This design comes from an exercise in tuning for small area on the open sky130 flow, not from production work.
Function was checked by simulation only, so behaviour that the tests miss may differ from the original.
No driver is modelled on the clock port, so clocking that relies on it looks cheaper here than on a real chip.
Power and IR drop assume default switching activity.

File: flow/flow/run.sh
#!/bin/bash
# The standard layout (standard.sh) with these changes:
#  - synthesis maps the logic with an area-oriented ABC script (flow/abc.script)
#    and leaves the full adders to ABC instead of mapping them to adder cells
#    first; everything else in synthesis, registers included, is the standard one
#  - the port buffers use the smallest buffer cell
#  - the clock tree uses clkbuf_8 and no dummy loads
#  - one tie cell drives all the constant outputs
set -euo pipefail
here=$(pwd)
{
  cat <<'TCL'
proc abc {args} {
  set i [lsearch -exact $args -script]
  if { $i >= 0 } {
    set args [lreplace $args [expr {$i + 1}] [expr {$i + 1}] $::env(FLOW_ABC_SCRIPT)]
  }
  yosys abc {*}$args
}
TCL
  cat synth_recipe.tcl
} > flow_synth.tcl
export FLOW_ABC_SCRIPT="$here/flow/abc.script"
export BUFFER_PORTS_ARGS="-buffer_cell sky130_fd_sc_hd__buf_1"
export CTS_ARGS="-sink_clustering_enable -repair_clock_nets -dont_use_dummy_load -buf_list sky130_fd_sc_hd__clkbuf_8"
export SKIP_REPAIR_TIE_FANOUT=1
bash standard.sh SYNTH_SCRIPT="$here/flow_synth.tcl" ADDER_MAP_FILE= finish > standard.log 2>&1
File: flow/flow/abc.script
strash
&get -n
&deepsyn -I 4 -J 50
&put
dch -f
amap -m -F 4 -A 8
File: flow/standard.sh
#!/bin/bash
# synth_recipe.tcl (not shown) runs the flow's synth.tcl, then flattens the netlist and writes it again
# the make line also repeats each setting of config.mk as NAME=value (left out here)
make -C /OpenROAD-flow-scripts/flow DESIGN_CONFIG=/design/flow/config.mk WORK_HOME=/design/flow/orfs CLKGATE_MAP_FILE= SYNTH_SCRIPT=/design/flow/synth_recipe.tcl "${@:-finish}"
File: flow/config.mk
export PLATFORM = sky130hd
export DESIGN_NAME = fitnessTracker
export DESIGN_NICKNAME = fitnessTracker
export VERILOG_FILES = /design/flow/design.v
export SDC_FILE = /design/flow/constraint.sdc
export NUM_CORES = 4
export LEC_CHECK = 0
export CAP_MARGIN = 20
export CORE_MARGIN = 2
export CORE_UTILIZATION = 40
export SLEW_MARGIN = 20
File: flow/constraint.sdc
create_clock -name core_clock -period 12.0 [get_ports {clk}]
set_input_delay 2.4000 -clock core_clock [delete_from_list [all_inputs] [get_ports {clk}]]
set_output_delay 2.4000 -clock core_clock [all_outputs]
set_load 0.01 [all_outputs]
File: flow/design.v
package fitnessPkg;
    localparam int DataWidth    = 8;     
    localparam int CalorieWidth = 24;    
    localparam int SecWidth     = 6;     
    localparam int SecondsWrap  = 59;    
    localparam int ProdWidth    = 14;    
    localparam int FifoDepth = 4;
    localparam int PtrWidth  = $clog2(FifoDepth);
    localparam logic [1:0] actIdle  = 2'd0;
    localparam logic [1:0] actRun   = 2'd1;
    localparam logic [1:0] actWalk  = 2'd2;
    localparam logic [1:0] actCycle = 2'd3;
endpackage
module rcAdd #(
    parameter int W = 8
) (
    input  logic [W-1:0] a,
    input  logic [W-1:0] b,
    input  logic         ci,
    output logic [W-1:0] s,
    output logic         co
);
    logic [W:0] c;
    assign c[0] = ci;
    for (genvar i = 0; i < W; i++) begin : bitGen
        assign s[i]   = a[i] ^ b[i] ^ c[i];
        assign c[i+1] = (a[i] & b[i]) | (c[i] & (a[i] ^ b[i]));
    end
    assign co = c[W];
endmodule
`timescale 1ns/1ps
import fitnessPkg::*;
module activityTimer (
    input  logic                clk,
    input  logic                rst,
    input  logic                secTick,
    input  logic [1:0]          activity,
    input  logic                sampleReady,
    output logic                sampleValid,
    output logic [1:0]          sampleActivity,
    output logic [SecWidth-1:0] sampleSeconds
);
    logic [SecWidth-1:0] secRun;
    logic [SecWidth-1:0] secWalk;
    logic [SecWidth-1:0] secCycle;
    logic                tickActive;
    assign tickActive = secTick && (activity != actIdle);
    function automatic logic [SecWidth-1:0] step(input logic [SecWidth-1:0] s, input logic en);
        logic wrap;
        logic [SecWidth-1:0] t;
        wrap = s[5] & s[4] & s[3];
        t[0] = en;
        t[1] = en & s[0];
        t[2] = en & s[0] & s[1] & !wrap;
        t[3] = en & s[0] & s[1] & (s[2] | wrap);
        t[4] = en & s[0] & s[1] & ((s[2] & s[3]) | wrap);
        t[5] = en & s[0] & s[1] & ((s[2] & s[3] & s[4]) | wrap);
        step = s ^ t;
    endfunction
    always_ff @(posedge clk or posedge rst) begin
        if (rst) begin
            secRun   <= '0;
            secWalk  <= '0;
            secCycle <= '0;
        end else begin
            secRun   <= step(secRun,   secTick && (activity == actRun));
            secWalk  <= step(secWalk,  secTick && (activity == actWalk));
            secCycle <= step(secCycle, secTick && (activity == actCycle));
        end
    end
    always_ff @(posedge clk or posedge rst) begin
        if (rst) begin
            sampleValid <= 1'b0;
        end else if (tickActive) begin
            sampleValid <= 1'b1;
        end else if (sampleReady) begin
            sampleValid <= 1'b0;
        end
    end
    always_ff @(posedge clk) begin
        if (tickActive) sampleActivity <= activity;
    end
    always_comb begin
        case (sampleActivity)
            actRun:  sampleSeconds = secRun;
            actWalk: sampleSeconds = secWalk;
            default: sampleSeconds = secCycle;
        endcase
    end
endmodule
`timescale 1ns/1ps
import fitnessPkg::*;
module sampleFifo (
    input  logic                clk,
    input  logic                rst,
    input  logic                sampleValid,
    input  logic [1:0]          sampleActivity,
    input  logic [SecWidth-1:0] sampleSeconds,
    output logic                sampleReady,
    output logic                fifoValid,
    output logic [1:0]          fifoActivity,
    output logic [SecWidth-1:0] fifoSeconds,
    input  logic                fifoReady
);
    logic [1:0]          memActivity [FifoDepth];
    logic [SecWidth-1:0] memSeconds  [FifoDepth];
    logic [PtrWidth-1:0] rdPtr;
    logic [PtrWidth-1:0] wrPtr;
    logic [PtrWidth:0]   count;
    logic                doWrite;
    logic                doRead;
    assign sampleReady = !count[PtrWidth];           
    assign fifoValid   = (count != '0);
    assign doWrite     = sampleValid && sampleReady;
    assign doRead      = fifoValid && fifoReady;
    assign wrPtr       = rdPtr + count[PtrWidth-1:0];
    assign fifoActivity = memActivity[rdPtr];
    assign fifoSeconds  = memSeconds[rdPtr];
    always_ff @(posedge clk) begin
        if (doWrite) begin
            memActivity[wrPtr] <= sampleActivity;
            memSeconds[wrPtr]  <= sampleSeconds;
        end
    end
    always_ff @(posedge clk or posedge rst) begin
        if (rst) begin
            rdPtr <= '0;
            count <= '0;
        end else begin
            if (doRead) rdPtr <= rdPtr + PtrWidth'(1);
            case ({doWrite, doRead})
                2'b10:   count <= count + 1'b1;
                2'b01:   count <= count - 1'b1;
                default: ;
            endcase
        end
    end
endmodule
`timescale 1ns/1ps
import fitnessPkg::*;
module serialDivider (
    input  logic                 clk,
    input  logic                 divLoad,
    input  logic [DataWidth-1:0] dividend,
    input  logic [DataWidth-1:0] divisor,
    output logic [DataWidth-1:0] quotient
);
    logic [DataWidth-1:0] remReg;
    logic [DataWidth-1:0] quoReg;
    logic [DataWidth:0]   trial;
    logic [DataWidth:0]   diff;
    assign trial = {remReg, quoReg[DataWidth-1]};
    rcAdd #(.W(DataWidth + 1)) sub_i (
        .a  (trial),
        .b  ({1'b1, ~divisor}),
        .ci (1'b1),
        .s  (diff),
        .co ()
    );
    always_ff @(posedge clk) begin
        if (divLoad) begin
            remReg <= '0;
            quoReg <= dividend;
        end else begin
            remReg <= diff[DataWidth] ? trial[DataWidth-1:0] : diff[DataWidth-1:0];
            quoReg <= {quoReg[DataWidth-2:0], !diff[DataWidth]};
        end
    end
    assign quotient = quoReg;
endmodule
`timescale 1ns/1ps
import fitnessPkg::*;
module metricsEngine (
    input  logic                    clk,
    input  logic                    rst,
    input  logic                    fifoValid,
    input  logic [1:0]              fifoActivity,
    input  logic [SecWidth-1:0]     fifoSeconds,
    input  logic [DataWidth-1:0]    weight,
    input  logic [DataWidth-1:0]    restingRate,
    input  logic [DataWidth-1:0]    distance,
    output logic                    fifoReady,
    output logic [DataWidth-1:0]    secondsRun,
    output logic [DataWidth-1:0]    secondsWalk,
    output logic [DataWidth-1:0]    secondsCycle,
    output logic [CalorieWidth-1:0] caloriesRun,
    output logic [CalorieWidth-1:0] caloriesWalk,
    output logic [CalorieWidth-1:0] caloriesCycle,
    output logic [DataWidth-1:0]    speed,
    output logic [DataWidth-1:0]    targetRate,
    output logic                    resultValid
);
    logic [3:0]              state;
    logic                    sIdle;
    logic                    sCalc;
    logic                    sPub;
    logic [1:0]              curAct;
    logic [SecWidth-1:0]     curSec;
    logic [SecWidth-1:0]     secRun;
    logic [SecWidth-1:0]     secWalk;
    logic [SecWidth-1:0]     secCycle;
    logic [SecWidth-1:0]     nextRun;
    logic [SecWidth-1:0]     nextWalk;
    logic [SecWidth-1:0]     nextCycle;
    logic [DataWidth-1:0]    timeSum;
    logic                    timeZero;
    logic [ProdWidth-1:0]    prod;
    logic [SecWidth:0]       prodAdd;
    logic [ProdWidth+2:0]    prod5;
    logic [DataWidth-1:0]    quotient;
    logic [DataWidth-1:0]    speedThird;
    logic [DataWidth-1:0]    calcWeight;
    logic [DataWidth-1:0]    calcDistance;
    assign sIdle       = (state[3:1] == 3'b000);
    assign sCalc       = !state[3] && state[1];
    assign sPub        = !state[3] && state[2];
    assign resultValid = !state[3] && state[0];
    assign fifoReady   = sIdle;
    assign nextRun   = (curAct == actRun)   ? curSec : secRun;
    assign nextWalk  = (curAct == actWalk)  ? curSec : secWalk;
    assign nextCycle = (curAct == actCycle) ? curSec : secCycle;
    logic [SecWidth:0] pairSum;
    rcAdd #(.W(SecWidth)) pairAdd_i (
        .a  (nextRun),
        .b  (nextWalk),
        .ci (1'b0),
        .s  (pairSum[SecWidth-1:0]),
        .co (pairSum[SecWidth])
    );
    rcAdd #(.W(SecWidth + 1)) totalAdd_i (
        .a  (pairSum),
        .b  ({1'b0, nextCycle}),
        .ci (1'b0),
        .s  (timeSum[SecWidth:0]),
        .co (timeSum[SecWidth+1])
    );
    assign timeZero  = (nextRun == '0) && (nextWalk == '0) && (nextCycle == '0);
    assign calcWeight   = timeZero ? '0 : weight;
    assign calcDistance = timeZero ? '0 : distance;
    always_ff @(posedge clk or posedge rst) begin
        if (rst) begin
            state <= 4'b0000;
        end else begin
            casez (state)
                4'b1111: state <= 4'b0100;
                4'b1???: state <= state + 4'b0001;
                4'b0?1?: state <= timeZero ? 4'b0100 : 4'b1000;
                4'b01??: state <= 4'b0001;
                default: state <= fifoValid ? 4'b0010 : 4'b0000;
            endcase
        end
    end
    always_ff @(posedge clk) begin
        if (sIdle && fifoValid) begin
            curAct <= fifoActivity;
            curSec <= fifoSeconds;
        end
    end
    rcAdd #(.W(SecWidth)) prodAdd_i (
        .a  (prod[ProdWidth-1:DataWidth]),
        .b  (prod[0] ? curSec : '0),
        .ci (1'b0),
        .s  (prodAdd[SecWidth-1:0]),
        .co (prodAdd[SecWidth])
    );
    always_ff @(posedge clk) begin
        if (sCalc) prod <= {{SecWidth{1'b0}}, calcWeight};
        else       prod <= {prodAdd, prod[DataWidth-1:1]};
    end
    assign prod5[1:0] = prod[1:0];
    rcAdd #(.W(ProdWidth)) prod5Add_i (
        .a  (prod),
        .b  ({2'b00, prod[ProdWidth-1:2]}),
        .ci (1'b0),
        .s  (prod5[ProdWidth+1:2]),
        .co (prod5[ProdWidth+2])
    );
    serialDivider serialDivider_i (
        .clk      (clk),
        .divLoad  (sCalc),
        .dividend (calcDistance),
        .divisor  (timeSum),
        .quotient (quotient)
    );
    always_comb begin : divByThree
        logic [1:0] r;
        logic [2:0] t;
        r = 2'd0;
        for (int i = DataWidth - 1; i >= 0; i--) begin
            t = {r, quotient[i]};
            speedThird[i] = (t >= 3'd3);
            r = speedThird[i] ? 2'(t - 3'd3) : t[1:0];
        end
    end
    logic [DataWidth-1:0] targetNew;
    logic [DataWidth-1:0] csaSum;
    logic [DataWidth-1:0] csaCarry;
    assign csaSum   = restingRate ^ (weight >> 1) ^ speedThird;
    assign csaCarry = (restingRate & (weight >> 1)) | (restingRate & speedThird)
                    | ((weight >> 1) & speedThird);
    rcAdd #(.W(DataWidth)) targetAdd_i (
        .a  (csaSum),
        .b  ({csaCarry[DataWidth-2:0], 1'b0}),
        .ci (1'b0),
        .s  (targetNew),
        .co ()
    );
    always_ff @(posedge clk or posedge rst) begin
        if (rst) begin
            secRun        <= '0;
            secWalk       <= '0;
            secCycle      <= '0;
            caloriesRun   <= '0;
            caloriesWalk  <= '0;
            caloriesCycle <= '0;
            speed         <= '0;
            targetRate    <= '0;
        end else if (sPub) begin
            secRun   <= nextRun;
            secWalk  <= nextWalk;
            secCycle <= nextCycle;
            case (curAct)
                actRun:   caloriesRun   <= CalorieWidth'({prod5, 1'b0});
                actWalk:  caloriesWalk  <= CalorieWidth'(prod5);
                actCycle: caloriesCycle <= CalorieWidth'({prod, 3'b000});
                default:  ;
            endcase
            speed      <= quotient;
            targetRate <= targetNew;
        end
    end
    assign secondsRun   = DataWidth'(secRun);
    assign secondsWalk  = DataWidth'(secWalk);
    assign secondsCycle = DataWidth'(secCycle);
endmodule
`timescale 1ns/1ps
import fitnessPkg::*;
module fitnessTracker (
    input  logic                    clk,
    input  logic                    rst,
    input  logic                    secTick,
    input  logic [1:0]              activity,
    input  logic [DataWidth-1:0]    weight,
    input  logic [DataWidth-1:0]    restingRate,
    input  logic [DataWidth-1:0]    distance,
    output logic [DataWidth-1:0]    secondsRun,
    output logic [DataWidth-1:0]    secondsWalk,
    output logic [DataWidth-1:0]    secondsCycle,
    output logic [CalorieWidth-1:0] caloriesRun,
    output logic [CalorieWidth-1:0] caloriesWalk,
    output logic [CalorieWidth-1:0] caloriesCycle,
    output logic [DataWidth-1:0]    speed,
    output logic [DataWidth-1:0]    targetRate,
    output logic                    resultValid
);
    logic                sampleValid;
    logic                sampleReady;
    logic [1:0]          sampleActivity;
    logic [SecWidth-1:0] sampleSeconds;
    logic                fifoValid;
    logic                fifoReady;
    logic [1:0]          fifoActivity;
    logic [SecWidth-1:0] fifoSeconds;
    activityTimer activityTimer_i (
        .clk            (clk),
        .rst            (rst),
        .secTick        (secTick),
        .activity       (activity),
        .sampleReady    (sampleReady),
        .sampleValid    (sampleValid),
        .sampleActivity (sampleActivity),
        .sampleSeconds  (sampleSeconds)
    );
    sampleFifo sampleFifo_i (
        .clk            (clk),
        .rst            (rst),
        .sampleValid    (sampleValid),
        .sampleActivity (sampleActivity),
        .sampleSeconds  (sampleSeconds),
        .sampleReady    (sampleReady),
        .fifoValid      (fifoValid),
        .fifoActivity   (fifoActivity),
        .fifoSeconds    (fifoSeconds),
        .fifoReady      (fifoReady)
    );
    metricsEngine metricsEngine_i (
        .clk           (clk),
        .rst           (rst),
        .fifoValid     (fifoValid),
        .fifoActivity  (fifoActivity),
        .fifoSeconds   (fifoSeconds),
        .weight        (weight),
        .restingRate   (restingRate),
        .distance      (distance),
        .fifoReady     (fifoReady),
        .secondsRun    (secondsRun),
        .secondsWalk   (secondsWalk),
        .secondsCycle  (secondsCycle),
        .caloriesRun   (caloriesRun),
        .caloriesWalk  (caloriesWalk),
        .caloriesCycle (caloriesCycle),
        .speed         (speed),
        .targetRate    (targetRate),
        .resultValid   (resultValid)
    );
endmodule
==> impl_metrics.env, run 1 <==
export IMPL_synth_most_common_cell="nor2_1"
export IMPL_synth_ff_latch_count=182
export IMPL_clockRootBuffer="clkbuf_8"
export IMPL_ys_warn_count=4
export IMPL_die_area_um2=21900
export IMPL_gr_total_overflow=0
export IMPL_rsz0062_at_grt="no"
export IMPL_clk_path_buf_depth=2
export IMPL_post_synth_cell_area_avg_um2=9.18
export IMPL_crit_path_start_kind="flip-flop"
export IMPL_post_route_period_util=0.479
export IMPL_period_needed_ns=5.75
export IMPL_viasPerCell=5.17
export IMPL_worst_setup_path_type="reg2reg"
export IMPL_status="no timing/DRC/antenna violations"
export IMPL_path_clk_slew_ns=0.08
export IMPL_io_buffers=111
export IMPL_seq_area_frac_synth=0.557
export IMPL_synth_cells=903
export IMPL_ir_drop_mv=0.0983
export IMPL_hold_path_class="reg2reg"
export IMPL_synth_edff_count=42
export IMPL_cts_inserted_buffers=17
export IMPL_synth_simple_area_share=0.124
export IMPL_max_freq_ghz=0.174
export IMPL_cts_tree="yes"
export IMPL_synth_top_area_cell="dfrtp_1"
export IMPL_ys_top_cells_by_area="dfrtp_1 (33%), edfxtp_1 (15%), nor2_1 (7.4%)"
export IMPL_ys_flop_type="dfrtp_1"
export IMPL_cts_resized=0
export IMPL_synthMuxAreaShare=0
export IMPL_grt_pass1_wl_um=31300
export IMPL_clock_latency_ns=0.47
export IMPL_place_hpwl_um=13900
export IMPL_critPathArrivalTime_ns=6.07
export IMPL_max_slew_margin_rel=0.428
export IMPL_drtIter0Drc=281
export IMPL_die_width_um=148
export IMPL_finalSetupTns_ns=0
export IMPL_synth_compound_area_share=0.253
export IMPL_grt_max_degree=67
export IMPL_area_growth_syn_to_layout_pct=9.91
export IMPL_grt_use_total=0.180
export IMPL_cpPeakStageDelay_ns=0.37
export IMPL_crit_path_frequent_cell="nor2_1"
export IMPL_h_tree_depth=4
export IMPL_fp_coreArea_um2=20300
export IMPL_synth_top_area_share=0.332
export IMPL_setup_viol=0
export IMPL_worst_setup_path_end_kind="flip-flop"
export IMPL_die_h_um=148
export IMPL_post_cts_repair_setup_buffers=0
export IMPL_synth_top_family_by_area="compound AO/OA/AOI/OAI gates"
export IMPL_hold_violations=0
export IMPL_diodes=0
export IMPL_maxCapViolCount=0
export IMPL_cts_hold_buf=0
export IMPL_grt_pass1_vias=6241
export IMPL_p_per_area_nw_per_um2=326
export IMPL_synthXorXnorAreaFrac=0
export IMPL_clock_sinks=182
export IMPL_drive_gt1_frac=0.0258
export IMPL_drt_pass1_iterations=4
export IMPL_synth_common_cells="nor2_1 (164), a21oi_1 (112), dfrtp_1 (110), o21ai_0 (86)"
export IMPL_io_pins=142
export IMPL_syn_cell_area_um2=8290
export IMPL_required_ns=12.32
export IMPL_placed_cell_area_um2=8870
export IMPL_netlist_cell_type_count=32
export IMPL_fin_worst_skew_ns=0.0465
export IMPL_worstMarginPinSlew_ns=0.858
export IMPL_wl_per_cell_um=14.9
export IMPL_initial_core_util=0.408
export IMPL_vias=6603
export IMPL_gp_congestion=0.859
export IMPL_leakagePower_nw=3.45
export IMPL_synth_net_count=932
export IMPL_wirelength_um=19100
export IMPL_route_detailed_drc=0
export IMPL_postRouteAntennaNets=0
export IMPL_fin_area_um2=9110
export IMPL_synth_async_reset_ratio=0.604
export IMPL_synth_fa_ha_area_frac=0
export IMPL_fin_nets=1039
export IMPL_crit_fanout=12
export IMPL_drv_slew=0
export IMPL_grt_antenna_before_repair=0
export IMPL_slowest_stage="nor2_1"
export IMPL_rows=52
-- per-stage QoR --
| step | std cells | setup slack [ns] | utilization | hold WS (ns) | power, mW |
|---|---|---|---|---|---|
| after detailed placement | 1261 | 6.36 | 0.437 | 0.447 | 2.68 |
| final | 1278 | 6.25 | 0.449 | 0.443 | 2.97 |
| after global routing | 1278 | 5.45 | 0.449 | 0.470 | 3.28 |
| after floorplan | 903 | 7.10 | - | 0.424 | 2.27 |
| after global placement | 1261 | 6.61 | 0.437 | 0.445 | 2.64 |
| after CTS | 1278 | 6.29 | 0.449 | 0.443 | 3.00 |
-- cell type report --
| type | instances | area, um2 |
|---|---|---|
| inverters | 83 | 314 |
| well taps | 270 | 338 |
| flip-flops and latches | 182 | 4610 |
| clock buffers | 17 | 234 |
| repair buffers | 118 | 469 |
| fillers | 2017 | 11200 |
| multi-input cells | 608 | 3140 |
-- cell usage in the layout (no fill, tap or decap), types with 2 or more instances in the layout --
| cell type | netlist | routed |
|---|---|---|
| a21o_1 | 18 | 18 |
| a21oi_1 | 112 | 112 |
| a222oi_1 | 6 | 6 |
| a22oi_1 | 6 | 6 |
| a311oi_1 | 2 | 2 |
| a31oi_1 | 3 | 3 |
| and2_0 | 4 | 4 |
| buf_1 | 0 | 111 |
| buf_4 | 30 | 7 |
| clkbuf_8 | 0 | 17 |
| clkinv_1 | 83 | 82 |
| dfrtp_1 | 110 | 110 |
| dfxtp_1 | 30 | 30 |
| edfxtp_1 | 42 | 42 |
| nand2_1 | 83 | 83 |
| nand4_1 | 2 | 2 |
| nor2_1 | 164 | 163 |
| nor2b_1 | 4 | 4 |
| nor3_1 | 3 | 3 |
| o21a_1 | 10 | 10 |
| o21ai_0 | 86 | 86 |
| o221ai_1 | 9 | 9 |
| o22a_1 | 32 | 32 |
| o22ai_1 | 44 | 44 |
| o31ai_1 | 8 | 8 |
| o32a_1 | 3 | 3 |
| or2_0 | 2 | 2 |
-- routing by layer --
layer,share of wire,GRT usage
met3,0.053,0.0395
met4,0.011,0.0419
met5,0,0
met1,0.47,0.232
met2,0.47,0.310
-- logic make-up (layout without fill, tap and decap cells) --
group,after synthesis,in the layout
other cells,1,1
compound gates,343,343
buf+inv,113,218
flops,182,182
simple gates,264,264
-- final timing paths --
kind,startpoint,endpoint,slack [ns],cells after the start
setup / recovery,metricsEngine_i.curAct[1]$_DFFE_PP_,metricsEngine_i.serialDivider_i.remReg[4]$_SDFF_PP0_,6.25,36
hold / removal,metricsEngine_i.serialDivider_i.remReg[1]$_SDFF_PP0_,metricsEngine_i.serialDivider_i.remReg[2]$_SDFF_PP0_,0.44,1
setup reg to reg,metricsEngine_i.curAct[1]$_DFFE_PP_,metricsEngine_i.serialDivider_i.remReg[4]$_SDFF_PP0_,6.25,36
hold reg to reg,metricsEngine_i.serialDivider_i.remReg[1]$_SDFF_PP0_,metricsEngine_i.serialDivider_i.remReg[2]$_SDFF_PP0_,0.44,1
max in group asynchronous,rst,metricsEngine_i.speed[0]$_DFFE_PP0P_,8.75,3
min in group asynchronous,rst,metricsEngine_i.caloriesWalk[10]$_DFFE_PP0P_,2.09,2
-- registers in the layout (all words and copies together), names as in the netlist, 4 cells and up --
| signal | count |
|---|---|
| metricsEngine_i.secRun | 6 |
| metricsEngine_i.prod | 14 |
| metricsEngine_i.serialDivider_i.quoReg | 8 |
| activityTimer_i.secWalk | 6 |
| activityTimer_i.secCycle | 6 |
| metricsEngine_i.secWalk | 6 |
| activityTimer_i.secRun | 6 |
| metricsEngine_i.caloriesWalk | 17 |
| metricsEngine_i.state | 4 |
| metricsEngine_i.curSec | 6 |
| metricsEngine_i.caloriesRun | 17 |
| metricsEngine_i.caloriesCycle | 14 |
| metricsEngine_i.secCycle | 6 |
| metricsEngine_i.serialDivider_i.remReg | 8 |
| metricsEngine_i.speed | 8 |
| sampleFifo_i.memActivity | 8 |
| sampleFifo_i.memSeconds | 24 |
| metricsEngine_i.targetRate | 8 |
-- power by group --
| group | internal, mW | total, mW | switching [mW] | leakage (nW) |
|---|---|---|---|---|
| clock network | 0.126 | 0.312 | 0.187 | 0.122 |
| logic | 0.570 | 1.52 | 0.951 | 1.43 |
| registers | 0.930 | 1.14 | 0.209 | 1.91 |
-- worst max-delay path, delay by kind of cell, from the launching register on --
family	cells	cell delay, ns
flops	1	0.35
buf+inv	3	0.68
compound gates	13	2.12
simple gates	20	2.47
==> run 2, diff against run 1 <==
--- a/flow/design.v
+++ b/flow/design.v
@@ -234,7 +234,7 @@
         .s  (timeSum[SecWidth:0]),
         .co (timeSum[SecWidth+1])
     );
-    assign timeZero  = (nextRun == '0) && (nextWalk == '0) && (nextCycle == '0);
+    assign timeZero  = (timeSum == '0);
     assign calcWeight   = timeZero ? '0 : weight;
     assign calcDistance = timeZero ? '0 : distance;
     always_ff @(posedge clk or posedge rst) begin
--- a/flow/config.mk
+++ b/flow/config.mk
@@ -5,7 +5,7 @@
 export SDC_FILE = /design/flow/constraint.sdc
 export NUM_CORES = 4
 export LEC_CHECK = 0
-export CAP_MARGIN = 20
+export CAP_MARGIN = 0
 export CORE_MARGIN = 2
 export CORE_UTILIZATION = 40
-export SLEW_MARGIN = 20
+export SLEW_MARGIN = 0
==> impl_metrics.env, run 2 <==
export IMPL_p_per_area_nw_per_um2=330
export IMPL_seq_area_frac_synth=0.558
export IMPL_ys_top_cells_by_area="dfrtp_1 (33%), edfxtp_1 (15%), nor2_1 (7.6%)"
export IMPL_reg_top3="sampleFifo_i.memSeconds x24, metricsEngine_i.caloriesRun x17, metricsEngine_i.caloriesWalk x17"
export IMPL_period_needed_ns=5.76
export IMPL_grt_max_degree=66
export IMPL_cts_inserted_buffers=17
export IMPL_initial_core_util=0.408
export IMPL_io_pins=142
export IMPL_drv_slew=0
export IMPL_worst_setup_path_end_kind="flip-flop"
export IMPL_cts_tree="yes"
export IMPL_crit_path_start_kind="flip-flop"
export IMPL_ys_flop_type="dfrtp_1"
export IMPL_grt_pass1_vias=6066
export IMPL_postRouteAntennaNets=0
export IMPL_ys_warn_count=4
export IMPL_hold_path_class="reg2reg"
export IMPL_wl_per_cell_um=14.9
export IMPL_drtIter0Drc=353
export IMPL_synth_ff_latch_count=182
export IMPL_fin_nets=1040
export IMPL_finalSetupTns_ns=0
export IMPL_wirelength_um=19000
export IMPL_syn_cell_area_um2=8280
export IMPL_clockRootBuffer="clkbuf_8"
export IMPL_post_synth_cell_area_avg_um2=9.16
export IMPL_io_buffers=111
export IMPL_largest_reg_flops=24
export IMPL_path_clk_slew_ns=0.08
export IMPL_synth_common_cells="nor2_1 (167), a21oi_1 (121), dfrtp_1 (110), nand2_1 (84), clkinv_1 (81)"
export IMPL_crit_fanout=11
export IMPL_fin_util=0.448
export IMPL_grt_use_total=0.177
export IMPL_synth_async_reset_ratio=0.604
export IMPL_clock_sinks=182
export IMPL_post_route_period_util=0.480
export IMPL_max_freq_ghz=0.174
export IMPL_post_cts_repair_setup_buffers=0
export IMPL_synth_cells=904
export IMPL_maxCapViolCount=0
export IMPL_synth_top_area_share=0.333
export IMPL_final_cell_mix="nor2_1 (166), a21oi_1 (121), buf_1 (111), dfrtp_1 (110), nand2_1 (84)"
export IMPL_synth_net_count=933
export IMPL_synth_edff_count=42
export IMPL_critPathArrivalTime_ns=6.09
export IMPL_hold_depth=2
export IMPL_synth_most_common_cell="nor2_1"
export IMPL_cpPeakStageDelay_ns=0.38
export IMPL_slowest_stage="nor2_1"
export IMPL_drt_pass1_iterations=4
export IMPL_gr_total_overflow=0
export IMPL_clk_path_buf_depth=2
export IMPL_ir_drop_mv=0.142
export IMPL_cts_resized=0
export IMPL_die_area_um2=21900
export IMPL_fin_worst_skew_ns=0.0411
export IMPL_die_width_um=148
export IMPL_leakagePower_nw=3.42
export IMPL_gp_congestion=0.866
export IMPL_grt_antenna_before_repair=0
export IMPL_vias=6542
export IMPL_drive_gt1_frac=0.0258
export IMPL_synth_top_area_cell="dfrtp_1"
export IMPL_setup_viol=0
export IMPL_cts_hold_buf=0
export IMPL_regMostFlops="sampleFifo_i.memSeconds"
export IMPL_place_hpwl_um=13900
export IMPL_required_ns=12.34
export IMPL_final_common_cell="nor2_1"
export IMPL_hold_violations=0
export IMPL_clock_latency_ns=0.47
export IMPL_route_detailed_drc=0
export IMPL_fp_coreArea_um2=20300
export IMPL_area_growth_syn_to_layout_pct=9.92
export IMPL_rsz0062_at_grt="no"
export IMPL_fillCellCount=2030
export IMPL_h_tree_depth=4
export IMPL_r2r_cells=30
export IMPL_netlist_cell_type_count=30
export IMPL_max_slew_margin_rel=0.460
export IMPL_viasPerCell=5.11
export IMPL_grt_pass1_wl_um=30800
export IMPL_rows=52
export IMPL_worst_setup_path_type="reg2reg"
export IMPL_die_h_um=148
export IMPL_crit_path_frequent_cell="nor2_1"
export IMPL_diodes=0
export IMPL_status="no timing/DRC/antenna violations"
export IMPL_worstMarginPinSlew_ns=0.807
-- run 2: cell families after synthesis --
logic type / share of synthesized area
other: 0.000453
AND/OR/NAND/NOR: 0.125
buffers and inverters: 0.0639
flip-flops: 0.558
AO/OA/AOI/OAI: 0.253
-- run 2: worst paths after layout --
check | startpoint | to | slack, ns
max in group asynchronous | rst | metricsEngine_i.caloriesRun[3]$_DFFE_PP0P_ | 8.71
min in group asynchronous | rst | activityTimer_i.secWalk[3]$_DFF_PP0_ | 2.01
max | metricsEngine_i.curAct[0]$_DFFE_PP_ | metricsEngine_i.serialDivider_i.remReg[2]$_SDFF_PP0_ | 6.24
min | metricsEngine_i.serialDivider_i.remReg[5]$_SDFF_PP0_ | metricsEngine_i.serialDivider_i.remReg[6]$_SDFF_PP0_ | 0.47
min reg2reg | metricsEngine_i.serialDivider_i.remReg[5]$_SDFF_PP0_ | metricsEngine_i.serialDivider_i.remReg[6]$_SDFF_PP0_ | 0.47
max reg2reg | metricsEngine_i.curAct[0]$_DFFE_PP_ | metricsEngine_i.serialDivider_i.remReg[2]$_SDFF_PP0_ | 6.24
-- run 2: through the flow --
| stage | instances | hold slack, ns | instance area [um2] | setup slack [ns] | total power, mW |
|---|---|---|---|---|---|
| after floorplan | 904 | 0.424 | 8280 | 7.21 | 2.29 |
| after global placement | 1262 | 0.453 | 8860 | 6.74 | 2.68 |
| after CTS | 1279 | 0.468 | 9100 | 6.40 | 3.02 |
| after detailed placement | 1262 | 0.468 | 8860 | 6.47 | 2.71 |
| after global routing | 1279 | 0.483 | 9100 | 5.35 | 3.31 |
| final | 1279 | 0.467 | 9100 | 6.24 | 3.01 |
-- run 2: critical path: cells and delay by family, from the launching register on --
kind / cells / cell delay, ns
AO/OA/AOI/OAI: 14 / 2.82
flip-flops: 1 / 0.37
buffers and inverters: 3 / 0.66
AND/OR/NAND/NOR: 13 / 1.79
-- run 2: final cells by class --
class	instances	area, um2	share of cell area
clock buffer	17	234	0.0257
inverter	81	307	0.0337
multi-input combinational	611	3140	0.345
sequential	182	4610	0.507
tap	270	338	0.0371
timing repair buffer	118	469	0.0516
-- run 2: per-layer routing --
layer	wire length, um	share of wire	vias to the layer above	global-route usage
li1	-	-	3406	-
met1	9070	0.48	3000	0.243
met2	9040	0.48	122	0.293
met3	760	0.040	14	0.0336
met4	147	0.0077	0	0.0376
met5	0	0	-	0
-- run 2: power by group --
group          switching, mW  internal (mW)
registers              0.212          0.932
clock network          0.186          0.125
logic                  0.977          0.574
total                   1.38           1.63
==> run 3, diff against run 2 <==
--- a/flow/config.mk
+++ b/flow/config.mk
@@ -5,7 +5,7 @@
 export SDC_FILE = /design/flow/constraint.sdc
 export NUM_CORES = 4
 export LEC_CHECK = 0
-export CAP_MARGIN = 0
+export CAP_MARGIN = 20
 export CORE_MARGIN = 2
 export CORE_UTILIZATION = 40
-export SLEW_MARGIN = 0
+export SLEW_MARGIN = 20
==> impl_metrics.env, run 3 <==
export IMPL_drv_slew=0
export IMPL_clock_latency_ns=0.47
export IMPL_maxCapViolCount=0
export IMPL_synth_async_reset_ratio=0.604
export IMPL_diodes=0
export IMPL_hold_path_class="reg2reg"
export IMPL_h_tree_depth=4
export IMPL_top_usage_layer="met2"
export IMPL_fin_ws_ns=6.24
export IMPL_drt_pass1_iterations=4
export IMPL_synth_edff_count=42
export IMPL_fp_coreArea_um2=20300
export IMPL_die_area_um2=21900
export IMPL_synth_net_count=933
export IMPL_finalSetupTns_ns=0
export IMPL_place_inst=1262
export IMPL_worst_setup_path_end_kind="flip-flop"
export IMPL_synth_most_common_cell="nor2_1"
export IMPL_clockRootBuffer="clkbuf_8"
export IMPL_use_met2=0.293
export IMPL_seq_area_frac_synth=0.558
export IMPL_use_met1=0.243
export IMPL_synth_cells=904
export IMPL_post_synth_cell_area_avg_um2=9.16
export IMPL_grt_use_total=0.177
export IMPL_cts_tree="yes"
export IMPL_pre_cts_ws_ns=6.47
export IMPL_cpPeakStageDelay_ns=0.38
export IMPL_regMostFlops="sampleFifo_i.memSeconds"
export IMPL_clock_sinks=182
export IMPL_crit_path_frequent_cell="nor2_1"
export IMPL_setup_viol=0
export IMPL_reg2reg_slack_ns=6.24
export IMPL_rows=52
export IMPL_ys_flop_type="dfrtp_1"
export IMPL_slowest_stage="nor2_1"
export IMPL_path_clk_slew_ns=0.08
export IMPL_die_h_um=148
export IMPL_grtUsageMet3=0.0336
export IMPL_ys_top_cells_by_area="dfrtp_1 (33%), edfxtp_1 (15%), nor2_1 (7.6%)"
export IMPL_grt_antenna_before_repair=0
export IMPL_ir_drop_mv=0.142
export IMPL_wirelength_um=19000
export IMPL_status="no timing/DRC/antenna violations"
export IMPL_path_buf_inv=3
export IMPL_drtIter0Drc=353
export IMPL_min_from="metricsEngine_i.serialDivider_i.remReg[5]$_SDFF_PP0_"
export IMPL_holdPathEnd="metricsEngine_i.serialDivider_i.remReg[6]$_SDFF_PP0_"
export IMPL_gp_congestion=0.866
export IMPL_viasPerCell=5.11
export IMPL_reg_top3="sampleFifo_i.memSeconds x24, metricsEngine_i.caloriesRun x17, metricsEngine_i.caloriesWalk x17"
export IMPL_max_slew_margin_rel=0.460
export IMPL_critical_path_startpoint="metricsEngine_i.curAct[0]$_DFFE_PP_"
export IMPL_postRouteAntennaNets=0
export IMPL_p_per_area_nw_per_um2=330
export IMPL_io_pins=142
export IMPL_crit_fanout=11
export IMPL_stdcell_count=1279
export IMPL_wl_per_cell_um=14.9
export IMPL_largest_reg_flops=24
export IMPL_cts_inserted_buffers=17
export IMPL_clk_path_buf_depth=2
export IMPL_worstMarginPinSlew_ns=0.807
export IMPL_post_cts_repair_setup_buffers=0
export IMPL_synth_top_area_cell="dfrtp_1"
export IMPL_netlist_cell_type_count=30
export IMPL_initial_core_util=0.408
export IMPL_hold_depth=2
export IMPL_fin_worst_skew_ns=0.0411
export IMPL_rsz0062_at_grt="no"
export IMPL_grt_pass1_wl_um=30800
export IMPL_timing_rr_start="metricsEngine_i.curAct[0]$_DFFE_PP_"
export IMPL_vias=6542
export IMPL_route_detailed_drc=0
export IMPL_hold_slack_ns=0.467
export IMPL_leakagePower_nw=3.42
export IMPL_critPathArrivalTime_ns=6.09
export IMPL_final_cell_mix="nor2_1 (166), a21oi_1 (121), buf_1 (111), dfrtp_1 (110), nand2_1 (84)"
export IMPL_cts_hold_buf=0
export IMPL_r2r_cells=30
export IMPL_power_total_mw=3.01
export IMPL_grt_max_degree=66
export IMPL_drive_gt1_frac=0.0258
export IMPL_syn_cell_area_um2=8280
export IMPL_period_needed_ns=5.76
export IMPL_grt_pass1_vias=6066
export IMPL_gr_total_overflow=0
export IMPL_max_freq_ghz=0.174
export IMPL_die_width_um=148
export IMPL_crit_path_start_kind="flip-flop"
export IMPL_required_ns=12.34
export IMPL_synth_common_cells="nor2_1 (167), a21oi_1 (121), dfrtp_1 (110), nand2_1 (84), clkinv_1 (81)"
export IMPL_synth_top_area_share=0.333
export IMPL_final_common_cell="nor2_1"
export IMPL_synth_ff_latch_count=182
export IMPL_fin_nets=1040
export IMPL_cts_resized=0
export IMPL_worst_setup_path_type="reg2reg"
export IMPL_critical_path_depth=30
export IMPL_io_buffers=111
export IMPL_r2r_end="metricsEngine_i.serialDivider_i.remReg[2]$_SDFF_PP0_"
export IMPL_area_growth_syn_to_layout_pct=9.92
export IMPL_place_hpwl_um=13900
export IMPL_post_route_period_util=0.480
export IMPL_critPathTopFamily="compound AO/OA/AOI/OAI gates"
export IMPL_ys_warn_count=4
export IMPL_hold_violations=0
[run 3: cell counts after synthesis]
Identical to the previous run, type by type.
[run 3: how the worst max path moves through the flow]
stage,slack [ns],to
finish,6.24,metricsEngine_i.serialDivider_i.remReg[2]$_SDFF_PP0_
floorplan,7.21,metricsEngine_i.serialDivider_i.remReg[2]$_SDFF_PP0_
global route,5.35,metricsEngine_i.serialDivider_i.remReg[2]$_SDFF_PP0_
CTS,6.40,metricsEngine_i.serialDivider_i.remReg[2]$_SDFF_PP0_
global placement,6.74,metricsEngine_i.serialDivider_i.remReg[2]$_SDFF_PP0_
detailed placement,6.47,metricsEngine_i.serialDivider_i.remReg[2]$_SDFF_PP0_
[run 3: worst register-to-register path: cells and delay by family (launching register included)]
family | cells | cell delay (ns)
buffers and inverters | 3 | 0.67
DFF | 1 | 0.37
AOI/OAI and AO/OA | 14 | 2.82
and+or+nand+nor | 13 | 1.79
[run 3: area by class of cell]
cell class | instances | area, um2
repair buffers | 118 | 469
fillers | 2030 | 11200
multi-input cells | 611 | 3140
inverters | 81 | 307
clock buffers | 17 | 234
well taps | 270 | 338
flip-flops and latches | 182 | 4610
[run 3: stage by stage]
step,area (um2),util
after CTS,9100,0.448
final,9100,0.448
after floorplan,8280,-
after global routing,9100,0.448
after detailed placement,8860,0.437
after global placement,8860,0.437
[run 3: power by group]
group / leakage (nW) / total (mW) / internal, mW / switching [mW]
Clock: 0.122 / 0.312 / 0.125 / 0.186
Combinational: 1.39 / 1.55 / 0.574 / 0.977
Sequential: 1.90 / 1.14 / 0.932 / 0.212
Total: 3.42 / 3.01 / 1.63 / 1.38
[run 3: cell families (layout without fill, tap and decap cells)]
| family | count (synthesis) | after routing | share of synthesized area |
|---|---|---|---|
| other cells | 1 | 1 | 0.000453 |
| flops | 182 | 182 | 0.558 |
| compound gates | 343 | 343 | 0.253 |
| buf+inv | 111 | 216 | 0.0639 |
| simple gates | 267 | 267 | 0.125 |
[run 3: metal layers]
layer | vias to the layer above | wire length, um
met1 | 3000 | 9070
met4 | 0 | 147
li1 | 3406 | -
met2 | 122 | 9040
met3 | 14 | 760
met5 | - | 0
==> run 4, diff against run 3 <==
--- a/flow/config.mk
+++ b/flow/config.mk
@@ -7,5 +7,6 @@
 export LEC_CHECK = 0
 export CAP_MARGIN = 20
 export CORE_MARGIN = 2
-export CORE_UTILIZATION = 40
+export CORE_UTILIZATION = 70
+export PLACE_DENSITY = 0.8
 export SLEW_MARGIN = 20
==> impl_metrics.env, run 4 <==
export IMPL_fp_coreArea_um2=11500
export IMPL_ys_flop_type="dfrtp_1"
export IMPL_synth_edff_count=42
export IMPL_drv_slew=0
export IMPL_hold_depth=1
export IMPL_switching_share=0.464
export IMPL_cpPeakStageDelay_ns=0.40
export IMPL_route_detailed_drc=0
export IMPL_p_comb_frac=0.524
export IMPL_synth_ff_latch_count=182
export IMPL_syn_cell_area_um2=8280
export IMPL_area_growth_syn_to_layout_pct=8.04
export IMPL_drt_pass1_iterations=5
export IMPL_period_needed_ns=6.00
export IMPL_slowest_stage="nor2_1"
export IMPL_gr_total_overflow=0
export IMPL_pre_cts_ws_ns=6.26
export IMPL_crit_fanout=11
export IMPL_grt_pass1_wl_um=30700
export IMPL_worst_setup_path_end_kind="flip-flop"
export IMPL_rows=39
export IMPL_critPathArrivalTime_ns=6.35
export IMPL_final_common_cell="nor2_1"
export IMPL_worstMarginPinSlew_ns=0.796
export IMPL_power_internal_mw=1.63
export IMPL_viasPerCell=6.14
export IMPL_synth_async_reset_ratio=0.604
export IMPL_postRouteAntennaNets=0
export IMPL_synth_top_area_share=0.333
export IMPL_netlist_cell_type_count=30
export IMPL_final_cell_mix="nor2_1 (166), a21oi_1 (121), buf_1 (111), dfrtp_1 (110), nand2_1 (84)"
export IMPL_worst_setup_path_type="reg2reg"
export IMPL_die_h_um=113
export IMPL_synth_top_area_cell="dfrtp_1"
export IMPL_regMostFlops="sampleFifo_i.memSeconds"
export IMPL_synth_cells=904
export IMPL_cts_tree="yes"
export IMPL_ir_drop_mv=0.206
export IMPL_crit_path_start_kind="flip-flop"
export IMPL_clock_sinks=182
export IMPL_drtIter0Drc=673
export IMPL_crit_path_frequent_cell="nor2_1"
export IMPL_fin_nets=1040
export IMPL_fin_ws_ns=6.00
export IMPL_grt_max_degree=88
export IMPL_synth_common_cells="nor2_1 (167), a21oi_1 (121), dfrtp_1 (110), nand2_1 (84), clkinv_1 (81)"
export IMPL_synth_most_common_cell="nor2_1"
export IMPL_fin_worst_skew_ns=0.0303
export IMPL_rsz0062_at_grt="no"
export IMPL_hold_violations=0
export IMPL_hold_slack_ns=0.470
export IMPL_io_buffers=111
export IMPL_post_synth_cell_area_avg_um2=9.16
export IMPL_required_ns=12.35
export IMPL_pwr_share_clk=0.100
export IMPL_clk_path_buf_depth=2
export IMPL_cts_hold_buf=0
export IMPL_reg_top3="sampleFifo_i.memSeconds x24, metricsEngine_i.caloriesRun x17, metricsEngine_i.caloriesWalk x17"
export IMPL_r2r_cells=30
export IMPL_hold_path_class="reg2reg"
export IMPL_ys_top_cells_by_area="dfrtp_1 (33%), edfxtp_1 (15%), nor2_1 (7.6%)"
export IMPL_finalSetupTns_ns=0
export IMPL_timing_rr_start="metricsEngine_i.curAct[1]$_DFFE_PP_"
export IMPL_synth_net_count=933
export IMPL_path_clk_slew_ns=0.09
export IMPL_clock_latency_ns=0.46
export IMPL_reg2reg_slack_ns=6.00
export IMPL_place_inst=1135
export IMPL_holdPathEnd="metricsEngine_i.serialDivider_i.remReg[3]$_SDFF_PP0_"
export IMPL_vias=7074
export IMPL_leakagePower_nw=3.42
export IMPL_die_area_um2=12700
export IMPL_wirelength_um=18700
export IMPL_cts_inserted_buffers=17
export IMPL_largest_reg_flops=24
export IMPL_max_slew_margin_rel=0.466
export IMPL_seq_area_frac_synth=0.558
export IMPL_drive_gt1_frac=0.0258
export IMPL_clockRootBuffer="clkbuf_8"
export IMPL_ys_warn_count=4
export IMPL_stdcell_count=1152
export IMPL_maxCapViolCount=0
export IMPL_die_width_um=113
export IMPL_h_tree_depth=4
export IMPL_grt_pass1_vias=6673
export IMPL_diodes=0
export IMPL_place_hpwl_um=13500
export IMPL_post_cts_repair_setup_buffers=0
export IMPL_post_route_period_util=0.500
export IMPL_grt_use_total=0.304
export IMPL_r2r_end="metricsEngine_i.serialDivider_i.remReg[2]$_SDFF_PP0_"
export IMPL_status="no timing/DRC/antenna violations"
export IMPL_p_per_area_nw_per_um2=341
export IMPL_max_freq_ghz=0.167
export IMPL_cts_resized=0
export IMPL_initial_core_util=0.722
export IMPL_grt_antenna_before_repair=0
export IMPL_seqPwrFrac=0.377
export IMPL_setup_viol=0
export IMPL_io_pins=142
export IMPL_switchingPower_mw=1.41
export IMPL_wl_per_cell_um=16.2
export IMPL_min_from="metricsEngine_i.serialDivider_i.remReg[2]$_SDFF_PP0_"
export IMPL_gp_congestion=0.904
==> run 4: cell counts after synthesis <==
No cell type changed its count.
==> run 4: power groups by stage <==
stage	Combinational [mW]	Clock, mW	Sequential [mW]
floorplan	1.13	0	1.17
global route	1.80	0.329	1.18
detailed placement	1.57	0	1.15
CTS	1.58	0.307	1.14
finish	1.60	0.304	1.15
global placement	1.48	0	1.13
==> run 4: critical path, delay by kind of cell (launching register included) <==
family,cells,cell delay (ns)
flip-flops,1,0.37
AND/OR/NAND/NOR,13,1.92
buffers and inverters,3,0.70
AO/OA/AOI/OAI,14,2.89
==> run 4: final cells by class <==
class	instances	area (um2)
Inverter	81	307
Sequential cell	182	4610
Multi-Input combinational cell	611	3140
Fill cell	815	2520
Timing Repair Buffer	118	473
Clock buffer	17	234
Tap cell	143	179
==> run 4: cells by family (layout without fill, tap and decap cells) <==
group | Yosys count | after routing | synth area share
AOI/OAI and AO/OA | 343 | 343 | 0.253
buffers and inverters | 111 | 216 | 0.0639
other | 1 | 1 | 0.000453
DFF | 182 | 182 | 0.558
and+or+nand+nor | 267 | 267 | 0.125
==> run 4: worst max path at each step <==
stage                                                   start                                                    to  slack [ns]  cells after the start
final                     metricsEngine_i.curAct[1]$_DFFE_PP_  metricsEngine_i.serialDivider_i.remReg[2]$_SDFF_PP0_        6.00                     30
after global routing      metricsEngine_i.curAct[0]$_DFFE_PP_  metricsEngine_i.serialDivider_i.remReg[2]$_SDFF_PP0_        5.41                     28
after CTS                 metricsEngine_i.curAct[1]$_DFFE_PP_  metricsEngine_i.serialDivider_i.remReg[2]$_SDFF_PP0_        6.24                     30
after detailed placement  metricsEngine_i.curAct[1]$_DFFE_PP_  metricsEngine_i.serialDivider_i.remReg[2]$_SDFF_PP0_        6.26                     30
after global placement    metricsEngine_i.curAct[0]$_DFFE_PP_  metricsEngine_i.serialDivider_i.remReg[2]$_SDFF_PP0_        6.88                     30
after floorplan           metricsEngine_i.curAct[0]$_DFFE_PP_  metricsEngine_i.serialDivider_i.remReg[2]$_SDFF_PP0_        7.21                     30
==> run 4: routing by layer <==
layer	track usage	wire length, um	part of all wire	vias to the layer above
met1	0.371	7520	0.40	3383
li1	-	-	-	3405
met2	0.523	9520	0.51	238
met3	0.0696	1110	0.059	48
met4	0.133	550	0.029	0
met5	0	0	0	-
==> run 4: through the flow <==
| step | cell area [um2] | power, mW | util |
|---|---|---|---|
| after floorplan | 8280 | 2.29 | - |
| after global routing | 8940 | 3.31 | 0.780 |
| after CTS | 8940 | 3.03 | 0.779 |
| after detailed placement | 8700 | 2.72 | 0.759 |
| after global placement | 8700 | 2.62 | 0.759 |
| final | 8940 | 3.05 | 0.780 |
==> run 5, diff against run 4 <==
--- a/flow/flow/run.sh
+++ b/flow/flow/run.sh
@@ -22,6 +22,6 @@
 } > flow_synth.tcl
 export FLOW_ABC_SCRIPT="$here/flow/abc.script"
 export BUFFER_PORTS_ARGS="-buffer_cell sky130_fd_sc_hd__buf_1"
-export CTS_ARGS="-sink_clustering_enable -repair_clock_nets -dont_use_dummy_load -buf_list sky130_fd_sc_hd__clkbuf_8"
+export CTS_ARGS="-sink_clustering_enable -repair_clock_nets -dont_use_dummy_load -buf_list \"sky130_fd_sc_hd__clkbuf_4 sky130_fd_sc_hd__clkbuf_8\""
 export SKIP_REPAIR_TIE_FANOUT=1
 bash standard.sh SYNTH_SCRIPT="$here/flow_synth.tcl" ADDER_MAP_FILE= finish > standard.log 2>&1
--- a/flow/config.mk
+++ b/flow/config.mk
@@ -7,6 +7,5 @@
 export LEC_CHECK = 0
 export CAP_MARGIN = 20
 export CORE_MARGIN = 2
-export CORE_UTILIZATION = 70
-export PLACE_DENSITY = 0.8
+export CORE_UTILIZATION = 40
 export SLEW_MARGIN = 20
==> impl_metrics.env, run 5 <==
export IMPL_grt_pass1_vias=6066
export IMPL_reg_top3="sampleFifo_i.memSeconds x24, metricsEngine_i.caloriesRun x17, metricsEngine_i.caloriesWalk x17"
export IMPL_synth_most_common_cell="nor2_1"
export IMPL_maxCapViolCount=0
export IMPL_synth_async_reset_ratio=0.604
export IMPL_place_hpwl_um=13900
export IMPL_wl_per_cell_um=14.9
export IMPL_initial_core_util=0.408
export IMPL_p_comb_frac=0.516
export IMPL_crit_path_start_kind="flip-flop"
export IMPL_synth_ff_latch_count=182
export IMPL_die_area_um2=21900
export IMPL_grt_max_degree=66
export IMPL_diodes=0
export IMPL_fillCellCount=2030
export IMPL_seq_area_frac_synth=0.558
export IMPL_seqPwrFrac=0.380
export IMPL_drive_gt1_frac=0.0258
export IMPL_gr_total_overflow=0
export IMPL_path_clk_slew_ns=0.08
export IMPL_drtIter0Drc=353
export IMPL_cts_tree="yes"
export IMPL_stdcell_count=1279
export IMPL_io_pins=142
export IMPL_cpPeakStageDelay_ns=0.38
export IMPL_drv_slew=0
export IMPL_post_synth_cell_area_avg_um2=9.16
export IMPL_crit_path_frequent_cell="nor2_1"
export IMPL_place_inst=1262
export IMPL_leakagePower_nw=3.42
export IMPL_worst_setup_path_type="reg2reg"
export IMPL_io_buffers=111
export IMPL_ys_flop_type="dfrtp_1"
export IMPL_vias=6542
export IMPL_post_cts_repair_setup_buffers=0
export IMPL_cts_hold_buf=0
export IMPL_grt_use_total=0.177
export IMPL_fin_ws_ns=6.24
export IMPL_critPathArrivalTime_ns=6.09
export IMPL_finalSetupTns_ns=0
export IMPL_rows=52
export IMPL_final_common_cell="nor2_1"
export IMPL_crit_fanout=11
export IMPL_postRouteAntennaNets=0
export IMPL_cts_resized=0
export IMPL_netlist_cell_type_count=30
export IMPL_clock_latency_ns=0.47
export IMPL_syn_cell_area_um2=8280
export IMPL_area_growth_syn_to_layout_pct=9.92
export IMPL_grt_pass1_wl_um=30800
export IMPL_grt_antenna_before_repair=0
export IMPL_worst_setup_path_end_kind="flip-flop"
export IMPL_slowest_stage="nor2_1"
export IMPL_final_cell_mix="nor2_1 (166), a21oi_1 (121), buf_1 (111), dfrtp_1 (110), nand2_1 (84)"
export IMPL_ys_warn_count=4
export IMPL_route_detailed_drc=0
export IMPL_period_needed_ns=5.76
export IMPL_worstMarginPinSlew_ns=0.807
export IMPL_cts_inserted_buffers=17
export IMPL_fp_coreArea_um2=20300
export IMPL_hold_path_class="reg2reg"
export IMPL_die_h_um=148
export IMPL_gp_congestion=0.866
export IMPL_fin_worst_skew_ns=0.0411
export IMPL_switchingPower_mw=1.38
export IMPL_power_total_mw=3.01
export IMPL_synth_top_area_share=0.333
export IMPL_p_per_area_nw_per_um2=330
export IMPL_drt_pass1_iterations=4
export IMPL_clockRootBuffer="clkbuf_8"
export IMPL_clk_path_buf_depth=2
export IMPL_h_tree_depth=4
export IMPL_pre_cts_ws_ns=6.47
export IMPL_max_slew_margin_rel=0.460
export IMPL_post_route_period_util=0.480
export IMPL_status="no timing/DRC/antenna violations"
export IMPL_wirelength_um=19000
export IMPL_ir_drop_mv=0.142
export IMPL_ys_top_cells_by_area="dfrtp_1 (33%), edfxtp_1 (15%), nor2_1 (7.6%)"
export IMPL_fin_nets=1040
export IMPL_setup_viol=0
export IMPL_hold_violations=0
export IMPL_viasPerCell=5.11
export IMPL_synth_edff_count=42
export IMPL_switching_share=0.457
export IMPL_power_internal_mw=1.63
export IMPL_clock_sinks=182
export IMPL_synth_cells=904
export IMPL_required_ns=12.34
export IMPL_pwr_share_clk=0.104
export IMPL_largest_reg_flops=24
export IMPL_rsz0062_at_grt="no"
export IMPL_die_width_um=148
export IMPL_synth_common_cells="nor2_1 (167), a21oi_1 (121), dfrtp_1 (110), nand2_1 (84), clkinv_1 (81)"
export IMPL_synth_net_count=933
export IMPL_max_freq_ghz=0.174
export IMPL_synth_top_area_cell="dfrtp_1"
export IMPL_regMostFlops="sampleFifo_i.memSeconds"
run 5: cell counts after synthesis:
Identical to the previous run, type by type.
run 5: worst paths after layout:
kind                                                                            from                                                   end  slack [ns]  depth (start not counted)
max in group asynchronous                                                        rst            metricsEngine_i.caloriesRun[3]$_DFFE_PP0P_        8.71                          3
worst min register to register  metricsEngine_i.serialDivider_i.remReg[5]$_SDFF_PP0_  metricsEngine_i.serialDivider_i.remReg[6]$_SDFF_PP0_        0.47                          2
min in group asynchronous                                                        rst                  activityTimer_i.secWalk[3]$_DFF_PP0_        2.01                          2
worst max register to register                   metricsEngine_i.curAct[0]$_DFFE_PP_  metricsEngine_i.serialDivider_i.remReg[2]$_SDFF_PP0_        6.24                         30
worst min-delay path            metricsEngine_i.serialDivider_i.remReg[5]$_SDFF_PP0_  metricsEngine_i.serialDivider_i.remReg[6]$_SDFF_PP0_        0.47                          2
worst max-delay path                             metricsEngine_i.curAct[0]$_DFFE_PP_  metricsEngine_i.serialDivider_i.remReg[2]$_SDFF_PP0_        6.24                         30
run 5: routing by layer:
layer	wire length (um)	GRT usage	share of wire
met1	9070	0.243	0.48
met2	9040	0.293	0.48
met3	760	0.0336	0.040
met4	147	0.0376	0.0077
met5	0	0	0
run 5: power by group through the flow:
stage                     Combinational [mW]  Clock (mW)  Sequential (mW)
after floorplan                         1.13           0             1.17
after global placement                  1.53           0             1.15
after detailed placement                1.55           0             1.15
after CTS                               1.56       0.325             1.14
after global routing                    1.78       0.350             1.18
final                                   1.55       0.312             1.14
run 5: per-stage QoR:
| step | cell area, um2 | hold slack (ns) | util |
|---|---|---|---|
| 2_1_floorplan | 8280 | 0.424 | - |
| 3_3_place_gp | 8860 | 0.453 | 0.437 |
| 3_5_place_dp | 8860 | 0.468 | 0.437 |
| 4_1_cts | 9100 | 0.468 | 0.448 |
| 5_1_grt | 9100 | 0.483 | 0.448 |
| 6_report | 9100 | 0.467 | 0.448 |
run 5: cell type report:
type / count / area (um2) / area share
sequential: 182 / 4610 / 0.507
inverter: 81 / 307 / 0.0337
timing repair buffer: 118 / 469 / 0.0516
tap: 270 / 338 / 0.0371
multi-input combinational: 611 / 3140 / 0.345
clock buffer: 17 / 234 / 0.0257
run 5: cell families (layout without fill, tap and decap cells):
family,after synthesis,after routing,synth area share
other,1,1,0.000453
AO/OA/AOI/OAI,343,343,0.253
flip-flops,182,182,0.558
buffers and inverters,111,216,0.0639
AND/OR/NAND/NOR,267,267,0.125
run 5: worst max-delay path, delay by kind of cell (launching register included):
family	cells	cell delay [ns]
AO/OA/AOI/OAI	14	2.82
AND/OR/NAND/NOR	13	1.79
buffers and inverters	3	0.66
flip-flops	1	0.37
==> run 6, diff against run 5 <==
--- a/flow/flow/run.sh
+++ b/flow/flow/run.sh
@@ -4,7 +4,9 @@
 #    and leaves the full adders to ABC instead of mapping them to adder cells
 #    first; everything else in synthesis, registers included, is the standard one
 #  - the port buffers use the smallest buffer cell
-#  - the clock tree uses clkbuf_8 and no dummy loads
+#  - the clock tree has no dummy loads; its root is a clkbuf_8, and each leaf a
+#    clkbuf_4, made a clkbuf_8 where the clkbuf_4 would leave its flip-flops'
+#    clock slew over 110 ps (flow/post_cts.tcl)
 #  - one tie cell drives all the constant outputs
 set -euo pipefail
 here=$(pwd)
@@ -22,6 +24,7 @@
 } > flow_synth.tcl
 export FLOW_ABC_SCRIPT="$here/flow/abc.script"
 export BUFFER_PORTS_ARGS="-buffer_cell sky130_fd_sc_hd__buf_1"
-export CTS_ARGS="-sink_clustering_enable -repair_clock_nets -dont_use_dummy_load -buf_list \"sky130_fd_sc_hd__clkbuf_4 sky130_fd_sc_hd__clkbuf_8\""
+export CTS_ARGS="-sink_clustering_enable -repair_clock_nets -dont_use_dummy_load -root_buf sky130_fd_sc_hd__clkbuf_8 -buf_list sky130_fd_sc_hd__clkbuf_4"
+export POST_CTS_TCL="$here/flow/post_cts.tcl"
 export SKIP_REPAIR_TIE_FANOUT=1
 bash standard.sh SYNTH_SCRIPT="$here/flow_synth.tcl" ADDER_MAP_FILE= finish > standard.log 2>&1
==> flow/flow/post_cts.tcl (new file) <==
# Clock leaves: keep clkbuf_4 where its flip-flops' clock slew stays low, else clkbuf_8
estimate_parasitics -placement
set changed 0
foreach inst [get_cells clkbuf_*] {
  if { [get_property $inst ref_name] ne "sky130_fd_sc_hd__clkbuf_4" } { continue }
  set net [get_nets -of_objects [get_pins -of_objects $inst -filter "direction==output"]]
  set worst 0
  foreach p [get_pins -of_objects $net -filter "direction==input"] {
    set s [get_property $p slew_max]
    if { $s > $worst } { set worst $s }
  }
  if { $worst > 0.110 } {
    replace_cell $inst sky130_fd_sc_hd__clkbuf_8
    incr changed
  }
}
puts "post_cts: upsized $changed clock buffers"
if { $changed > 0 } {
  detailed_placement
  check_placement -verbose
  estimate_parasitics -placement
}
==> impl_metrics.env, run 6 <==
export IMPL_synthMuxAreaShare=0
export IMPL_clock_latency_ns=0.45
export IMPL_slowest_stage="nor2_1"
export IMPL_fin_worst_skew_ns=0.0290
export IMPL_place_hpwl_um=13900
export IMPL_initial_core_util=0.408
export IMPL_rsz0062_at_grt="no"
export IMPL_crit_path_start_kind="flip-flop"
export IMPL_synth_common_cells="nor2_1 (167), a21oi_1 (121), dfrtp_1 (110), nand2_1 (84), clkinv_1 (81)"
export IMPL_synth_top_area_share=0.333
export IMPL_finalSetupTns_ns=0
export IMPL_post_route_period_util=0.473
export IMPL_grt_antenna_before_repair=0
export IMPL_maxCapViolCount=0
export IMPL_synthXorXnorAreaFrac=0
export IMPL_synth_ff_latch_count=182
export IMPL_required_ns=12.35
export IMPL_p_per_area_nw_per_um2=328
export IMPL_regMostFlops="sampleFifo_i.memSeconds"
export IMPL_worstMarginPinSlew_ns=0.805
export IMPL_hold_violations=0
export IMPL_synth_most_common_cell="nor2_1"
export IMPL_gr_total_overflow=0
export IMPL_max_freq_ghz=0.176
export IMPL_drt_pass1_iterations=5
export IMPL_synth_edff_count=42
export IMPL_reg_top3="sampleFifo_i.memSeconds x24, metricsEngine_i.caloriesRun x17, metricsEngine_i.caloriesWalk x17"
export IMPL_netlist_cell_type_count=30
export IMPL_highest_layer="met4"
export IMPL_grt_use_total=0.177
export IMPL_gp_congestion=0.866
export IMPL_die_h_um=148
export IMPL_max_slew_margin_rel=0.463
export IMPL_die_area_um2=21900
export IMPL_path_clk_slew_ns=0.10
export IMPL_grt_pass1_wl_um=30900
export IMPL_cpPeakStageDelay_ns=0.38
export IMPL_ir_drop_mv=0.148
export IMPL_wl_per_cell_um=14.9
export IMPL_io_pins=142
export IMPL_power_total_mw=2.97
export IMPL_period_needed_ns=5.67
export IMPL_met3_length_um=735
export IMPL_route_detailed_drc=0
export IMPL_path_buf_inv=3
export IMPL_synth_simple_area_share=0.125
export IMPL_synth_top_family_by_area="compound AO/OA/AOI/OAI gates"
export IMPL_fp_coreArea_um2=20300
export IMPL_synth_cells=904
export IMPL_dr_wl_met2_um=9080
export IMPL_hold_slack_ns=0.456
export IMPL_crit_fanout=11
export IMPL_grt_pass1_vias=6076
export IMPL_area_growth_syn_to_layout_pct=9.31
export IMPL_grt_max_degree=66
export IMPL_setup_viol=0
export IMPL_io_buffers=111
export IMPL_synth_net_count=933
export IMPL_leakagePower_nw=3.40
export IMPL_rows=52
export IMPL_worst_setup_path_end_kind="flip-flop"
export IMPL_critPathArrivalTime_ns=6.02
export IMPL_wl_met1_um=9100
export IMPL_critPathTopFamily="compound AO/OA/AOI/OAI gates"
export IMPL_drv_slew=0
export IMPL_vias=6565
export IMPL_seq_area_frac_synth=0.558
export IMPL_worst_setup_path_type="reg2reg"
export IMPL_ys_top_cells_by_area="dfrtp_1 (33%), edfxtp_1 (15%), nor2_1 (7.6%)"
export IMPL_cts_tree="yes"
export IMPL_diodes=0
export IMPL_ys_flop_type="dfrtp_1"
export IMPL_final_cell_mix="nor2_1 (166), a21oi_1 (121), buf_1 (111), dfrtp_1 (110), nand2_1 (84)"
export IMPL_synth_async_reset_ratio=0.604
export IMPL_post_synth_cell_area_avg_um2=9.16
export IMPL_ys_warn_count=4
export IMPL_largest_reg_flops=24
export IMPL_synth_top_area_cell="dfrtp_1"
export IMPL_crit_path_frequent_cell="nor2_1"
export IMPL_wirelength_um=19000
export IMPL_syn_cell_area_um2=8280
export IMPL_clock_sinks=182
export IMPL_drive_gt1_frac=0.0258
export IMPL_synth_fa_ha_area_frac=0
export IMPL_drtIter0Drc=344
export IMPL_synth_compound_area_share=0.253
export IMPL_die_width_um=148
export IMPL_viasPerCell=5.13
export IMPL_place_inst=1262
export IMPL_final_common_cell="nor2_1"
export IMPL_postRouteAntennaNets=0
export IMPL_status="no timing/DRC/antenna violations"
export IMPL_stdcell_count=1279
export IMPL_fin_nets=1040
export IMPL_hold_path_class="reg2reg"
## run 6: final timing paths
path	from	end	slack (ns)	cells past startpoint
min in group asynchronous	rst	activityTimer_i.secWalk[3]$_DFF_PP0_	2.03	2
hold reg to reg	metricsEngine_i.serialDivider_i.remReg[5]$_SDFF_PP0_	metricsEngine_i.serialDivider_i.remReg[6]$_SDFF_PP0_	0.46	2
setup / recovery	metricsEngine_i.curAct[0]$_DFFE_PP_	metricsEngine_i.serialDivider_i.remReg[2]$_SDFF_PP0_	6.33	30
setup reg to reg	metricsEngine_i.curAct[0]$_DFFE_PP_	metricsEngine_i.serialDivider_i.remReg[2]$_SDFF_PP0_	6.33	30
hold / removal	metricsEngine_i.serialDivider_i.remReg[5]$_SDFF_PP0_	metricsEngine_i.serialDivider_i.remReg[6]$_SDFF_PP0_	0.46	2
max in group asynchronous	rst	metricsEngine_i.caloriesWalk[3]$_DFFE_PP0P_	8.71	3
## run 6: report_power, final
part / internal (mW) / total (mW) / switching (mW)
Clock: 0.0979 / 0.281 / 0.183
Combinational: 0.574 / 1.55 / 0.974
Sequential: 0.931 / 1.14 / 0.212
## run 6: through the flow
step,area [um2],util,worst slack (ns)
2_1_floorplan,8280,-,7.21
3_3_place_gp,8860,0.437,6.74
3_5_place_dp,8860,0.437,6.47
5_1_grt,9050,0.446,5.40
6_report,9050,0.446,6.33
## run 6: layer usage
| layer | GRT usage | vias to the layer above |
|---|---|---|
| met5 | 0 | - |
| met4 | 0.0348 | 0 |
| met3 | 0.0355 | 11 |
| met2 | 0.293 | 121 |
| met1 | 0.244 | 3025 |
| li1 | - | 3408 |
## run 6: layout make-up
class | count | area, um2
Multi-Input combinational cell | 611 | 3140
Clock buffer | 17 | 184
Fill cell | 2035 | 11300
Sequential cell | 182 | 4610
Timing Repair Buffer | 118 | 469
Tap cell | 270 | 338
Inverter | 81 | 307
## run 6: tightest hold or removal path, cell delays in order, from the launching register on
cell and delay (ns):
dfxtp_1 0.31, clkinv_1 0.07, a21oi_1 0.06
## run 6: cells by family after synthesis
group           after synthesis
buf+inv                     111
simple gates                267
flops                       182
other cells                   1
compound gates              343

## port drivers added, routing unchanged
How much do the figures lean on ideal ports? The routed layouts below were timed once more, with nothing changed but the port constraints.
Step 1 assumes that a clkbuf_16 drives the clock port and a buf_2 every other input.
Step 2, shift: input delay + t, output delay - t, t = (earliest + latest rising clock arrival at the registers) / 2. This alone moves slack from input paths to output paths.
a / b / c = ideal ports / drivers / drivers and shift; a / b = the first two.
run | shift t [ns] | setup WS [ns] | worst hold slack (ns) | worst setup path after step 2 | worst data-port slew with drivers (ns)
run 1 | 0.483 | 6.252 / 6.252 / 6.252 | 0.443 / 0.443 / 0.443 | register to register | 0.06
run 2 | 0.480 | 6.244 / 6.244 / 6.244 | 0.467 / 0.467 / 0.467 | register to register | 0.04
run 3 | 0.480 | 6.244 / 6.244 / 6.244 | 0.467 / 0.467 / 0.467 | register to register | 0.04
run 4 | 0.484 | 6.001 / 6.001 / 6.001 | 0.470 / 0.470 / 0.470 | register to register | 0.05
run 5 | 0.480 | 6.244 / 6.244 / 6.244 | 0.467 / 0.467 / 0.467 | register to register | 0.04
run 6 | 0.468 | 6.327 / 6.327 / 6.327 | 0.456 / 0.456 / 0.456 | register to register | 0.04
After both steps setup and hold are still met in every run listed.
